This is an optimization exercise on Yosys and OpenROAD, whose aim is small area, not a production implementation. In this exercise RTL edits were held to simulation tests only and were not proved equivalent to the original. Power is estimated from default activity; no workload was simulated.

Setup of nickel:
==> flow/design.v <==
`default_nettype none
package wqe_fetch_pkg;
    localparam int WQE_WIDTH  = 512;
    localparam int WQE_BYTES  = WQE_WIDTH / 8;
    localparam int ADDR_WIDTH = 32;
    localparam int QPID_LSB   = 328;
    localparam int QPID_WIDTH = 4;
    localparam int QPID_MSB   = QPID_LSB + QPID_WIDTH - 1;
    localparam int PAD_WIDTH  = WQE_WIDTH - QPID_MSB - 1;
    typedef logic [ADDR_WIDTH-1:0] addr_t;
    typedef union packed {
        logic [WQE_WIDTH-1:0] raw;
        struct packed {
            logic [PAD_WIDTH-1:0]  pad;
            logic [QPID_WIDTH-1:0] qpn;
            logic [QPID_LSB-1:0]   body;
        } f;
    } wqe_u;
endpackage
`default_nettype wire
`timescale 1ns/100ps
`default_nettype none
import wqe_fetch_pkg::*;
module wqe_fetch_top
#(
    parameter int MAX_QP   = 16,
    parameter int SQ_DEPTH = 4096
)(
    input  logic                  clk,
    input  logic                  rst_n,
    output logic                  o_fetch_ready,
    input  logic                  i_arbit_val,
    input  logic [QPID_WIDTH-1:0] i_qp_idx,
    input  logic [MAX_QP-1:0]     i_active,
    input  logic [MAX_QP-1:0]     i_wqe_cache_alfull,
    input  logic [ADDR_WIDTH-1:0] i_sq_base,
    output logic [ADDR_WIDTH-1:0] o_axi_araddr,
    output logic                  o_axi_arvalid,
    input  logic                  i_axi_arready,
    input  logic [WQE_WIDTH-1:0]  i_axi_rdata,
    input  logic                  i_axi_rvalid,
    output logic                  o_axi_rready,
    output logic                  o_wqe_cache_wr,
    output logic [WQE_WIDTH-1:0]  o_wqe,
    input  logic [MAX_QP-1:0]     i_wqe_cache_full
);
    localparam int PI_WIDTH = $clog2(SQ_DEPTH);
    localparam int WQE_LSB  = $clog2(WQE_BYTES);
    logic                  iss;      
    logic                  rdv;      
    logic                  busy;
    logic                  grant;
    logic                  push;
    logic                  req_ok;
    logic [QPID_WIDTH-1:0] qp_q;
    logic [QPID_LSB-1:0]   body_q;
    logic [PI_WIDTH-1:0]   pi [MAX_QP];
    logic [MAX_QP-1:0]     pi_ok;
    logic [PI_WIDTH-1:0]   pi_cur;
    logic [MAX_QP-1:0]     qsel;     
    assign grant  = o_fetch_ready & i_arbit_val;
    assign push   = o_wqe_cache_wr & ~(|(qsel & i_wqe_cache_full));
    assign req_ok = (|i_active) & ~(&i_wqe_cache_alfull);
    assign busy   = iss | o_axi_arvalid | o_axi_rready | rdv | o_wqe_cache_wr;
    always_ff @(posedge clk or negedge rst_n)
    begin
        if (!rst_n)
        begin
            o_fetch_ready  <= 1'b0;
            iss            <= 1'b0;
            o_axi_arvalid  <= 1'b0;
            o_axi_rready   <= 1'b0;
            rdv            <= 1'b0;
            o_wqe_cache_wr <= 1'b0;
        end
        else
        begin
            o_fetch_ready  <= req_ok & ((~busy & ~grant) | push);
            iss            <= grant;
            o_axi_arvalid  <= iss | (o_axi_arvalid & ~i_axi_arready);
            o_axi_rready   <= (o_axi_arvalid & i_axi_arready) | (o_axi_rready & ~i_axi_rvalid);
            rdv            <= o_axi_rready & i_axi_rvalid;
            o_wqe_cache_wr <= rdv | (o_wqe_cache_wr & (|(qsel & i_wqe_cache_full)));
        end
    end
    always_ff @(posedge clk)
    begin
        if (o_fetch_ready)
            qp_q <= i_qp_idx;
    end
    always_ff @(posedge clk)
    begin
        body_q <= ({QPID_LSB{o_axi_rready}}          & i_axi_rdata[QPID_LSB-1:0])
                | ({QPID_LSB{rdv | o_wqe_cache_wr}} & body_q);
    end
    always_comb
    begin
        for (int q = 0; q < MAX_QP; q++)
            qsel[q] = (qp_q == QPID_WIDTH'(q));
    end
    always_comb
    begin
        pi_cur = '0;
        for (int q = 0; q < MAX_QP; q++)
            pi_cur = pi_cur | ({PI_WIDTH{qsel[q] & pi_ok[q]}} & pi[q]);
    end
    always_ff @(posedge clk or negedge rst_n)
    begin
        if (!rst_n)
            pi_ok <= '0;
        else
            pi_ok <= pi_ok | ({MAX_QP{rdv}} & qsel);
    end
    always_ff @(posedge clk)
    begin
        for (int q = 0; q < MAX_QP; q++)
            if (rdv & qsel[q])
                pi[q] <= pi_cur + 1'b1;
    end
    assign o_axi_araddr = i_sq_base + {{(ADDR_WIDTH-QPID_WIDTH-PI_WIDTH-WQE_LSB){1'b0}}, qp_q, pi_cur, {WQE_LSB{1'b0}}};
    assign o_wqe = {{PAD_WIDTH{1'b0}}, qp_q, body_q};
endmodule
`default_nettype wire
==> flow/config.mk <==
export PLATFORM = sky130hd
export DESIGN_NAME = wqe_fetch_top
export DESIGN_NICKNAME = wqe_fetch_top
export VERILOG_FILES = /design/flow/design.v
export SDC_FILE = /design/flow/constraint.sdc
export NUM_CORES = 4
export LEC_CHECK = 0
export CAP_MARGIN = 20
export CORE_AREA = 10 10 410 410
export DIE_AREA = 0 0 420 420
export SLEW_MARGIN = 20
==> flow/constraint.sdc <==
create_clock -name core_clock -period 8.0 [get_ports {clk}]
set_input_delay 1.6000 -clock core_clock [delete_from_list [all_inputs] [get_ports {clk}]]
set_output_delay 1.6000 -clock core_clock [all_outputs]
set_load 0.01 [all_outputs]
standard.sh (not shown) runs the stock make flow with config.mk's settings and CLKGATE_MAP_FILE= SYNTH_SCRIPT=/design/flow/synth_recipe.tcl, a recipe that flattens the netlist after the stock synthesis.
==> flow/flow/run.sh <==
#!/bin/bash
# Standard ORFS layout with smaller port buffers and a lighter clock tree.
set -euo pipefail
here=$(cd "$(dirname "$0")" && pwd)
source "$here/knobs.sh"
bash standard.sh > standard.log 2>&1
==> flow/flow/knobs.sh <==
export BUFFER_PORTS_ARGS="-buffer_cell sky130_fd_sc_hd__buf_1"
export CTS_ARGS="-sink_clustering_enable -repair_clock_nets -buf_list {sky130_fd_sc_hd__clkbuf_4 sky130_fd_sc_hd__clkbuf_8} -root_buf sky130_fd_sc_hd__clkbuf_16 -sink_clustering_size 16 -sink_clustering_max_diameter 50 -dont_use_dummy_load"
export PRE_IO_PLACEMENT_TCL="$here/pins.tcl"
export SKIP_REPAIR_TIE_FANOUT=1
==> flow/flow/pins.tcl <==
# Each body bit's input and output pins side by side, so each bit's register
# sits next to its pins and the registers stay in one corner.
set bottom {}
set left {}
for {set i 0} {$i < 328} {incr i} {
  if {$i < 200} {
    lappend bottom "i_axi_rdata\[$i\]" "o_wqe\[$i\]"
  } else {
    lappend left "i_axi_rdata\[$i\]" "o_wqe\[$i\]"
  }
}
set_io_pin_constraint -group -order -pin_names $bottom -region bottom:*
set_io_pin_constraint -group -order -pin_names $left -region left:*
# the constant-zero pad of the written WQE together on the top edge
set pad {}
for {set i 332} {$i < 512} {incr i} { lappend pad "o_wqe\[$i\]" }
set_io_pin_constraint -group -order -pin_names $pad -region top:*
nickel completed every stage of the flow, and the final layout passed the timing, design-rule and antenna checks.
Inputs modified between nickel and yarrow:
==> flow/flow/knobs.sh <==
export BUFFER_PORTS_ARGS="-buffer_cell sky130_fd_sc_hd__buf_1"
export CTS_ARGS="-sink_clustering_enable -repair_clock_nets -buf_list {sky130_fd_sc_hd__clkbuf_4 sky130_fd_sc_hd__clkbuf_8} -root_buf sky130_fd_sc_hd__clkbuf_16 -sink_clustering_size 24 -sink_clustering_max_diameter 50 -dont_use_dummy_load"
export PRE_IO_PLACEMENT_TCL="$here/pins.tcl"
--- a/flow/flow/pins.tcl
+++ b/flow/flow/pins.tcl
@@ -14,4 +13,0 @@
-# the constant-zero pad of the written WQE together on the top edge
-set pad {}
-for {set i 332} {$i < 512} {incr i} { lappend pad "o_wqe\[$i\]" }
-set_io_pin_constraint -group -order -pin_names $pad -region top:*
Summary of yarrow over nickel: required time of the worst setup path now sits at about the same level; met2 wirelength from detailed routing now sits higher; share of final layout cell area taken by non-clock buffers now sits lower.
Run comparison: yarrow endpoint of the most critical setup path o_axi_araddr[28]; nickel endpoint of the most critical setup path o_axi_araddr[30]
The top metal layer carrying routed signals comes out met4 in one run and met5 in the other, namely in yarrow and nickel respectively.
yarrow: setup slack is 0.21 ns lower than what nickel reported.
> inputs changed (yarrow -> tundra)
==> flow/flow/knobs.sh <==
export BUFFER_PORTS_ARGS="-buffer_cell sky130_fd_sc_hd__buf_1"
export CTS_ARGS="-sink_clustering_enable -repair_clock_nets -buf_list {sky130_fd_sc_hd__clkbuf_4 sky130_fd_sc_hd__clkbuf_8} -root_buf sky130_fd_sc_hd__clkbuf_16 -sink_clustering_size 16 -sink_clustering_max_diameter 50 -dont_use_dummy_load"
removed: flow/flow/pins.tcl
Notes after the runs:
Lower worst hold slack goes to yarrow over tundra. Path length in cells of the critical path ended up 1 higher on tundra than on yarrow. When tundra is measured against yarrow, its clock edge transition at the registers on the reported setup and hold paths turns out 0.03 ns higher. Power share of the combinational group, yarrow and tundra, higher one = tundra. Diff tundra..yarrow | core outline area | unchanged. Final area (lower): yarrow. Compared with yarrow, tundra degrades total wire length after detailed routing.
The following lists how delta was set up differently from tundra:
--- a/flow/flow/knobs.sh
+++ b/flow/flow/knobs.sh
@@ -2,0 +3 @@
+export PRE_IO_PLACEMENT_TCL="$here/pins.tcl"
==> flow/flow/pins.tcl (new file) <==
# Each body bit's input and output pins side by side, so each bit's register
# sits next to its pins and the registers stay in one corner.
set bottom {}
set left {}
for {set i 0} {$i < 328} {incr i} {
  if {$i < 200} {
    lappend bottom "i_axi_rdata\[$i\]" "o_wqe\[$i\]"
  } else {
    lappend left "i_axi_rdata\[$i\]" "o_wqe\[$i\]"
  }
}
set_io_pin_constraint -group -order -pin_names $bottom -region bottom:*
set_io_pin_constraint -group -order -pin_names $left -region left:*
## What came out
| power dissipated by switching net loads | delta vs tundra | better |. On final worst-path setup slack: delta sits below tundra. Compared to tundra, delta has number of clock-tree buffers in the layout 20% lower. Sum of internal, switching and leakage power: delta better than tundra. delta against tundra; detailed-route via count is down by a little under 10%. Diff tundra -> delta: global-route usage down 6.7 points; cell area lost 0.84%; internal power consumption moved down. tundra reports its end point of the critical path as o_axi_araddr[26] while delta reports o_axi_araddr[28]. delta reports a lower portion of total power attributed to combinational logic than tundra does.
The inputs of fjord differ from those of delta as listed below.
==> flow/flow/knobs.sh <==
export BUFFER_PORTS_ARGS="-buffer_cell sky130_fd_sc_hd__buf_1"
export CTS_ARGS="-sink_clustering_enable -repair_clock_nets -buf_list {sky130_fd_sc_hd__clkbuf_4 sky130_fd_sc_hd__clkbuf_8} -root_buf sky130_fd_sc_hd__clkbuf_16 -tree_buf sky130_fd_sc_hd__clkbuf_8 -sink_clustering_buffer sky130_fd_sc_hd__clkbuf_4 -sink_clustering_size 12 -sink_clustering_max_diameter 40 -dont_use_dummy_load"
export PRE_IO_PLACEMENT_TCL="$here/pins.tcl"
export SKIP_REPAIR_TIE_FANOUT=1
export POST_FLOORPLAN_TCL="$here/ties.tcl"
--- a/flow/flow/pins.tcl
+++ b/flow/flow/pins.tcl
@@ -13,0 +14,4 @@
+# the constant-zero pad of the written WQE together on the top edge
+set pad {}
+for {set i 332} {$i < 512} {incr i} { lappend pad "o_wqe\[$i\]" }
+set_io_pin_constraint -group -order -pin_names $pad -region top:*
==> flow/flow/ties.tcl (new file) <==
# The constant-zero outputs share tie cells in groups of consecutive bits
# (their pins sit side by side) instead of one tie cell per output.
set group_size 20
set block [ord::get_db_block]
set master [[ord::get_db] findMaster sky130_fd_sc_hd__conb_1]
set ties {}
foreach inst [$block getInsts] {
  if {[[$inst getMaster] getName] == "sky130_fd_sc_hd__conb_1"} { lappend ties $inst }
}
puts "ties.tcl: [llength $ties] tie cell(s) before regrouping"
set n_new 0
foreach tie $ties {
  set lo_net [[$tie findITerm LO] getNet]
  if {$lo_net == "NULL"} { continue }
  # loads keyed by the output port they lead to (through the synthesis buffer)
  set loads {}
  foreach it [$lo_net getITerms] {
    if {[$it isOutputSignal]} { continue }
    set key ""
    foreach o [[$it getInst] getITerms] {
      if {[$o isOutputSignal] && [$o getNet] != "NULL"} {
        foreach bt [[$o getNet] getBTerms] { set key [$bt getName] }
      }
    }
    if {[regexp {\[(\d+)\]} $key -> idx]} { lappend loads [list $idx $it] }
  }
  set loads [lsort -integer -index 0 $loads]
  set k 0
  for {set i $group_size} {$i < [llength $loads]} {incr i $group_size} {
    set inst [odb::dbInst_create $block $master "tie_lo_grp_[incr n_new]"]
    set net [odb::dbNet_create $block "tie_lo_grp_net_$n_new"]
    [$inst findITerm LO] connect $net
    foreach l [lrange $loads $i [expr {$i + $group_size - 1}]] {
      set it [lindex $l 1]
      $it disconnect
      $it connect $net
    }
  }
}
puts "ties.tcl: added $n_new tie cell(s)"
## What came out
In summary, delta completed successfully, with a layout that passed the timing, design-rule and antenna checks.
fjord: PASS, flow complete, no timing, DRC or antenna violations
fjord vs delta on first-pass GRT wire length: fjord is the higher one.
Per the comparison of fjord with delta, worst clock skew has increased, proportion of layout cells with a drive suffix above 1 climbed 1.6 points.
The combinational power share in fjord sits 0.7 points above the value recorded for delta.
Between fjord and delta, the overall power consumption does not differ in any meaningful way.
Between delta and fjord, register-to-register slack decreased.
Diff delta -> fjord: total number of multi-input combinational cells decreased 18%; final design utilization has decreased; relative slew slack lower.

-- separate check: timing with driven ports --
How much do the figures lean on ideal ports? The routed layouts below were timed once more, with nothing changed but the port constraints. Step 1: set_driving_cell puts a clkbuf_16 on clk and a buf_2 on each other input, an assumption about the parent block. Step 2, shift: input delay + t, output delay - t, t = (earliest + latest rising clock arrival at the registers) / 2. This alone moves slack from input paths to output paths. Slacks: ideal ports / drivers / drivers and shift; pairs: ideal ports / drivers.
| run | t (ns) | setup WS [ns] | worst setup path after step 2 | worst register clock-pin slew, ns |
|---|---|---|---|---|
| nickel | 0.657 | 0.448 / 0.371 / 1.028 | register to output | 0.10 / 0.10 |
| yarrow | 0.639 | 0.243 / 0.173 / 0.812 | register to output | 0.11 / 0.11 |
| tundra | 0.671 | 0.561 / 0.497 / 1.169 | register to output | 0.10 / 0.10 |
| delta | 0.640 | 0.199 / 0.129 / 0.769 | register to output | 0.11 / 0.11 |
| fjord | 0.652 | 0.400 / 0.325 / 0.977 | register to output | 0.12 / 0.12 |
After both steps setup and hold are still met in every run listed.
